What follows belongs to an exercise in optimizing a design on an open flow for small area and a short achievable clock period; a production flow would make more cautious choices. The RTL was checked by simulation tests, not by an equivalence proof against the original design. No activity file was given, so power comes from the tool's default toggle rates.

[design/flow/config.mk]
export PLATFORM = sky130hd
export DESIGN_NAME = branch_predictor
export DESIGN_NICKNAME = branch_predictor
export VERILOG_FILES = /design/flow/design.v
export SDC_FILE = /design/flow/constraint.sdc
export NUM_CORES = 4
export LEC_CHECK = 0
export CAP_MARGIN = 20
export CORE_MARGIN = 2
export CORE_UTILIZATION = 40
export SLEW_MARGIN = 20
[design/flow/constraint.sdc]
create_clock -name core_clock -period 7.0 [get_ports {clk}]
set_input_delay 1.4000 -clock core_clock [delete_from_list [all_inputs] [get_ports {clk}]]
set_output_delay 1.4000 -clock core_clock [all_outputs]
set_load 0.01 [all_outputs]
[design/flow/design.v]
package bp_pkg;
  localparam int unsigned BP_DW      = 32;
  localparam int unsigned BP_ENTRIES = 16;
  localparam int unsigned BP_CTR_W   = 2;
  localparam int unsigned BP_IDX     = $clog2(BP_ENTRIES);
  typedef logic [BP_CTR_W-1:0] ctr_t;
  typedef struct packed {
    logic                      valid;
    logic [BP_DW-BP_IDX-3:0]   tag;
    logic [BP_DW-1:0]          target;
    ctr_t                      ctr;
  } btb_entry_t;
  function automatic logic [31:0] ctr_weak_t(input int unsigned w);
    ctr_weak_t = 32'd1 << (w - 1);
  endfunction
  function automatic logic [31:0] ctr_weak_nt(input int unsigned w);
    ctr_weak_nt = (32'd1 << (w - 1)) - 32'd1;
  endfunction
endpackage
module bp_sat_ctr #(
  parameter int unsigned W = 2
) (
  input  logic [W-1:0] ctr_i,
  input  logic         inc_i,
  input  logic         force_max_i,
  output logic [W-1:0] ctr_o
);
  localparam logic [W-1:0] MAX = '1;
  always_comb begin
    ctr_o = ctr_i;
    if (force_max_i)
      ctr_o = MAX;
    else if (inc_i) begin
      if (ctr_i != MAX) ctr_o = ctr_i + W'(1);
    end else if (ctr_i != '0)
      ctr_o = ctr_i - W'(1);
  end
endmodule
module branch_predictor #(
  parameter int unsigned DATA_WIDTH = bp_pkg::BP_DW,
  parameter int unsigned ENTRIES    = bp_pkg::BP_ENTRIES,
  parameter int unsigned CTR_WIDTH  = bp_pkg::BP_CTR_W
) (
  input  logic                  clk,
  input  logic                  rst,
  input  logic [DATA_WIDTH-1:0] PCF,
  output logic                  PredTakenF,
  output logic [DATA_WIDTH-1:0] PredTargetF,
  input  logic                  UpdateE,
  input  logic                  JumpE,
  input  logic [DATA_WIDTH-1:0] PCE,
  input  logic                  TakenE,
  input  logic [DATA_WIDTH-1:0] TargetE,
  input  logic                  PredTakenE,
  input  logic [DATA_WIDTH-1:0] PredTargetE,
  output logic                  MispredictE,
  output logic [DATA_WIDTH-1:0] RedirectPCE,
  output logic [31:0]           BranchCnt,
  output logic [31:0]           MissCnt
);
  localparam int unsigned IDX_BITS = $clog2(ENTRIES);
  localparam int unsigned TAG_BITS = DATA_WIDTH - IDX_BITS - 2;
  localparam int unsigned ENTRY_W  = 1 + TAG_BITS + DATA_WIDTH + CTR_WIDTH;
  typedef logic [CTR_WIDTH-1:0] lctr_t;
  typedef struct packed {
    logic                  valid;
    logic [TAG_BITS-1:0]   tag;
    logic [DATA_WIDTH-1:0] target;
    lctr_t                 ctr;
  } entry_t;
  localparam lctr_t  WEAK_T    = lctr_t'(bp_pkg::ctr_weak_t(CTR_WIDTH));
  localparam lctr_t  WEAK_NT   = lctr_t'(bp_pkg::ctr_weak_nt(CTR_WIDTH));
  localparam entry_t RST_ENTRY = {1'b0, {TAG_BITS{1'b0}}, {DATA_WIDTH{1'b0}}, WEAK_NT};
  logic [ENTRY_W-1:0] btb_q [ENTRIES];
  logic [IDX_BITS-1:0] idx_f;
  logic [TAG_BITS-1:0] tag_f;
  entry_t              ent_f;
  logic                hit_f;
  assign idx_f = PCF[IDX_BITS+1:2];
  assign tag_f = PCF[DATA_WIDTH-1:IDX_BITS+2];
  assign ent_f = btb_q[idx_f];
  assign hit_f = ent_f.valid && (ent_f.tag == tag_f);
  assign PredTakenF  = hit_f & ent_f.ctr[CTR_WIDTH-1];
  assign PredTargetF = hit_f ? ent_f.target : '0;
  logic [IDX_BITS-1:0] idx_e;
  logic [TAG_BITS-1:0] tag_e;
  entry_t              ent_e;
  entry_t              ent_d;
  logic                hit_e;
  logic                wr_en;
  lctr_t               ctr_nxt;
  assign idx_e = PCE[IDX_BITS+1:2];
  assign tag_e = PCE[DATA_WIDTH-1:IDX_BITS+2];
  assign ent_e = btb_q[idx_e];
  assign hit_e = ent_e.valid && (ent_e.tag == tag_e);
  bp_sat_ctr #(.W(CTR_WIDTH)) u_sat_ctr (
    .ctr_i       (ent_e.ctr),
    .inc_i       (TakenE),
    .force_max_i (JumpE),
    .ctr_o       (ctr_nxt)
  );
  assign MispredictE = UpdateE &
                       ((TakenE != PredTakenE) |
                        (TakenE & PredTakenE & (TargetE != PredTargetE)));
  assign RedirectPCE = TakenE ? TargetE : PCE + DATA_WIDTH'(4);
  always_comb begin
    wr_en = 1'b0;
    ent_d = ent_e;
    if (UpdateE) begin
      if (hit_e) begin
        wr_en     = 1'b1;
        ent_d.ctr = ctr_nxt;
        if (TakenE) ent_d.target = TargetE;
      end else if (TakenE) begin
        wr_en        = 1'b1;
        ent_d.valid  = 1'b1;
        ent_d.tag    = tag_e;
        ent_d.target = TargetE;
        ent_d.ctr    = JumpE ? '1 : WEAK_T;
      end
    end
  end
  always_ff @(posedge clk) begin
    if (rst) begin
      for (int i = 0; i < int'(ENTRIES); i++) btb_q[i] <= RST_ENTRY;
    end else if (wr_en) begin
      btb_q[idx_e] <= ent_d;
    end
  end
  logic [31:0] branch_cnt_q, branch_cnt_d;
  logic [31:0] miss_cnt_q, miss_cnt_d;
  always_comb begin
    branch_cnt_d = branch_cnt_q;
    miss_cnt_d   = miss_cnt_q;
    if (UpdateE && branch_cnt_q != '1)     branch_cnt_d = branch_cnt_q + 32'd1;
    if (MispredictE && miss_cnt_q != '1)   miss_cnt_d   = miss_cnt_q + 32'd1;
  end
  always_ff @(posedge clk) begin
    if (rst) begin
      branch_cnt_q <= '0;
      miss_cnt_q   <= '0;
    end else begin
      branch_cnt_q <= branch_cnt_d;
      miss_cnt_q   <= miss_cnt_d;
    end
  end
  assign BranchCnt = branch_cnt_q;
  assign MissCnt   = miss_cnt_q;
  logic unused_pc_lsb;
  assign unused_pc_lsb = ^{PCF[1:0], PCE[1:0]};
endmodule
[design/flow/run.sh]
#!/bin/bash
# synth_recipe.tcl (not shown) runs the flow's synth.tcl, then flattens the netlist and writes it again
# the make line also repeats each setting of config.mk as NAME=value (left out here)
make -C /OpenROAD-flow-scripts/flow DESIGN_CONFIG=/design/flow/config.mk WORK_HOME=/design/flow/orfs CLKGATE_MAP_FILE= SYNTH_SCRIPT=/design/flow/synth_recipe.tcl finish
==> impl_metrics.yaml <==
run_status:
  status: "complete, no violations"
clocking:
  path_clk_slew_ps: 60
  htreeDepth: 3
  worst_skew_pair.late_latency_ps: 760
  clockBufferDepth: 3
  cts_sinks: 1040
  tritoncts: "built"
  cts_root_buf: "clkbuf_16"
  cts_made_buffers: 115
timing:
  setup_tns_ps: 0
  clock.fmax_mhz: 148
  rsz0062_at_grt: "false"
  slew_viol_final: 0
  finalCritPeriodShare_pct: 96.8
  min_period_ps: 6770
  worst_pin_slew_ps: 1090
  fin_worst_skew_ps: 35.6
  relSlewSlack_pct: 27.2
  hold_viol_final: 0
  setup_viol: 0
logic_synthesis:
  yosysTopAreaCell: "edfxtp_1"
  ys_seq_area_share_pct: 54.6
  ys_ff_latch: 1040
  synth-warning-count: 2
  syn-cell-area_mm2: 0.0560
  synth-edff-count: 976
  synth.top_cells.by_area: "edfxtp_1 52%, mux4_2 22%, nor2_1 4.1%"
  syn_avg_cell_area_um2: 14.1
  synthCells: 3979
  synth_nets: 4120
  ys_types: 70
  synth_ff_type: "edfxtp_1"
  async_flop_share_pct: 0
  synth_top_area_share_pct: 52.3
cells_and_area:
  nFillCells: 12300
  syn2layout_area_growth_pct: 16.6
  drive_above_1_share_pct: 24.1
  final_cell_mix: "976 x edfxtp_1, 611 x nor2_1, 558 x mux4_2"
  layout_commonest_cell: "edfxtp_1"
  nNetsFinal: 4289
  stdcell_count: 6127
global_route:
  track_usage_pct: 29.0
  grt_pass1_vias: 39300
  antenna_found_initial: 14
  overflow: 0
  grt_pass1_wl_mm: 294
  grt_max_degree: 71
floorplanning:
  core_mm2: 0.139
  start_util_pct: 40.2
  die_x_um: 378
  pin_count: 264
  num_rows: 137
  die_h_um: 378
  dieArea_mm2: 0.143
route:
  vias: 39700
  drc_errors: 0
  wl_per_cell_um: 34.0
  routed_wl_mm: 209
  via_per_inst: 6.48
  drt_first_pass_iters: 6
  antenna_left: 0
  drtIter0Drc: 5736
placed_design:
  place_inst: 5907
  place.gp.congestion: 0.974
  port_buffers: 261
  hpwl_mm: 123
power:
  p_leak_nw: 22.1
  peakVddDrop_mv: 0.193
  p_per_area_mw_per_mm2: 237
  finalPower_w: 0.0155
critical_path:
  path_class: "in -> out"
  cpPeakStageDelay_ps: 590
  cpLargestDelayFamily: "buffers and inverters"
  crit_required_ps: 5600
  endpoint_kind: "output pin"
  worstPathCellList: "buf_8 -> buf_4 -> mux4_2 -> mux4_2 -> xnor2_1 -> nand4_1 -> nor4_1 -> buf_4 -> nand4_1 -> buf_12 -> nor2b_1 -> clkdlybuf4s50_1"
  cp_max_fo: 34
  start_kind: "input port"
  crit_arrival_ps: 5370
  slowest_stage: "clkdlybuf4s50_1"
  crit_buf_inv: 5
run:
  cap_viol_max_count: 0
worst_hold_path:
  hold_class: "reg -> reg"
through the flow:
stage	area, µm²	setup WS (ps)	hold WS [ps]	utilization (%)
after floorplan	56000	1130	510	-
after CTS	65300	111	505	46.9
after global placement	61500	161	483	44.2
final	65300	227	507	46.9
after global routing	65300	76.8	555	46.9
after detailed placement	61500	115	497	44.2
registers in the layout, indices dropped and copies added, names as in the netlist:
signal and count:
branch_cnt_q 32, btb_q 976, miss_cnt_q 32
repair_timing:
action,4_1_cts,5_1_grt
hold buffers,0,0
setup endpoints to repair,0,1
gates resized for setup,0,1
buffers inserted,0,0
layout make-up:
| type | count | area, µm² | area share [%] |
|---|---|---|---|
| Timing Repair Buffer | 448 | 4710 | 7.21 |
| Multi-Input combinational cell | 2496 | 23700 | 36.2 |
| Antenna cell | 2 | 5.00 | 0.00766 |
| Sequential cell | 1040 | 30600 | 46.8 |
| Tap cell | 1876 | 2350 | 3.59 |
| Clock buffer | 130 | 2980 | 4.56 |
| Inverter | 47 | 179 | 0.274 |
| Clock inverter | 88 | 862 | 1.32 |
worst register-to-register path, cell delays in order, from the launching register on:
cell	delay [ps]
edfxtp_1	400
mux4_2	460
mux2i_1	470
xor2_1	410
o211ai_1	190
a2111oi_2	510
and4_4	760
o21ai_4	190
nand2b_4	420
buf_12	320
metal layers:
layer  part of all wire, %  track usage (%)
met1                    37             38.9
met2                    45             44.3
met3                    14             9.26
met4                   3.8             10.5
met5                 0.080                0
Yosys cell counts, drive strengths merged, types with 4 or more instances:
| master | count |
|---|---|
| edfxtp | 976 |
| nor2 | 613 |
| mux4 | 558 |
| a21oi | 409 |
| clkbuf | 200 |
| buf | 196 |
| nand2 | 119 |
| mux2i | 110 |
| xnor2 | 105 |
| o21ai | 88 |
| dfxtp | 64 |
| nand3 | 64 |
| nor3 | 63 |
| nor2b | 52 |
| xor2 | 52 |
| inv | 46 |
| nand4 | 33 |
| and3 | 32 |
| nor4 | 26 |
| o211ai | 21 |
| nand2b | 20 |
| a22oi | 19 |
| or3 | 12 |
| a211oi | 11 |
| mux2 | 10 |
| o22ai | 10 |
| and2 | 9 |
| ha | 7 |
| a31oi | 6 |
| and4 | 6 |
| o221ai | 4 |
kinds of logic after synthesis:
| family | after synthesis | share of synthesized area (%) |
|---|---|---|
| AO/OA/AOI/OAI | 600 | 6.25 |
| XOR/XNOR | 157 | 2.45 |
| adder cells (fa/ha/maj) | 7 | 0.156 |
| buffers and inverters | 443 | 3.63 |
| flip-flops | 1040 | 54.6 |
| multiplexers | 678 | 24.6 |
| AND/OR/NAND/NOR | 1054 | 8.30 |
worst paths after layout:
kind               startpoint               end  slack [ps]  depth (start not counted)
min reg2reg  branch_cnt_q[23]  branch_cnt_q[23]         510                          2
max                    PCF[2]    PredTargetF[4]         230                         12
min          branch_cnt_q[23]  branch_cnt_q[23]         510                          2
max reg2reg      btb_q[6][38]      btb_q[8][22]        2500                          9
report_power, final:
group          switching, W  internal (W)  total, W
combinational       0.00125      0.000835   0.00208
sequential         0.000116       0.00701   0.00712
clock               0.00268       0.00360   0.00628

[separate check: timing with driven ports]
The results above use ideal ports. As a check the final layout listed here was re-extracted and re-timed, cells and wires unchanged.
Step 1 sets driving cells, clkbuf_16 on the clock port and buf_2 on the other inputs (assumed; they add their load-dependent delay and slew).
Step 2 also shifts input and output timing later by t, the mid clock arrival at the registers, as if the neighbouring blocks saw the same clock.
Three values: ideal, step 1, step 2; two values: the first two.
t, ns: 0.824
setup WS [ns]: 0.227 / 0.169 / 0.169
worst setup path at the end: input to output
worst data-port slew with drivers (ns): 0.11
pins driven straight from the clock port: 1
After both steps this run still meets setup and hold. The setup slack of this run moves by -0.058 ns with the drivers and by -0.058 ns with both steps.
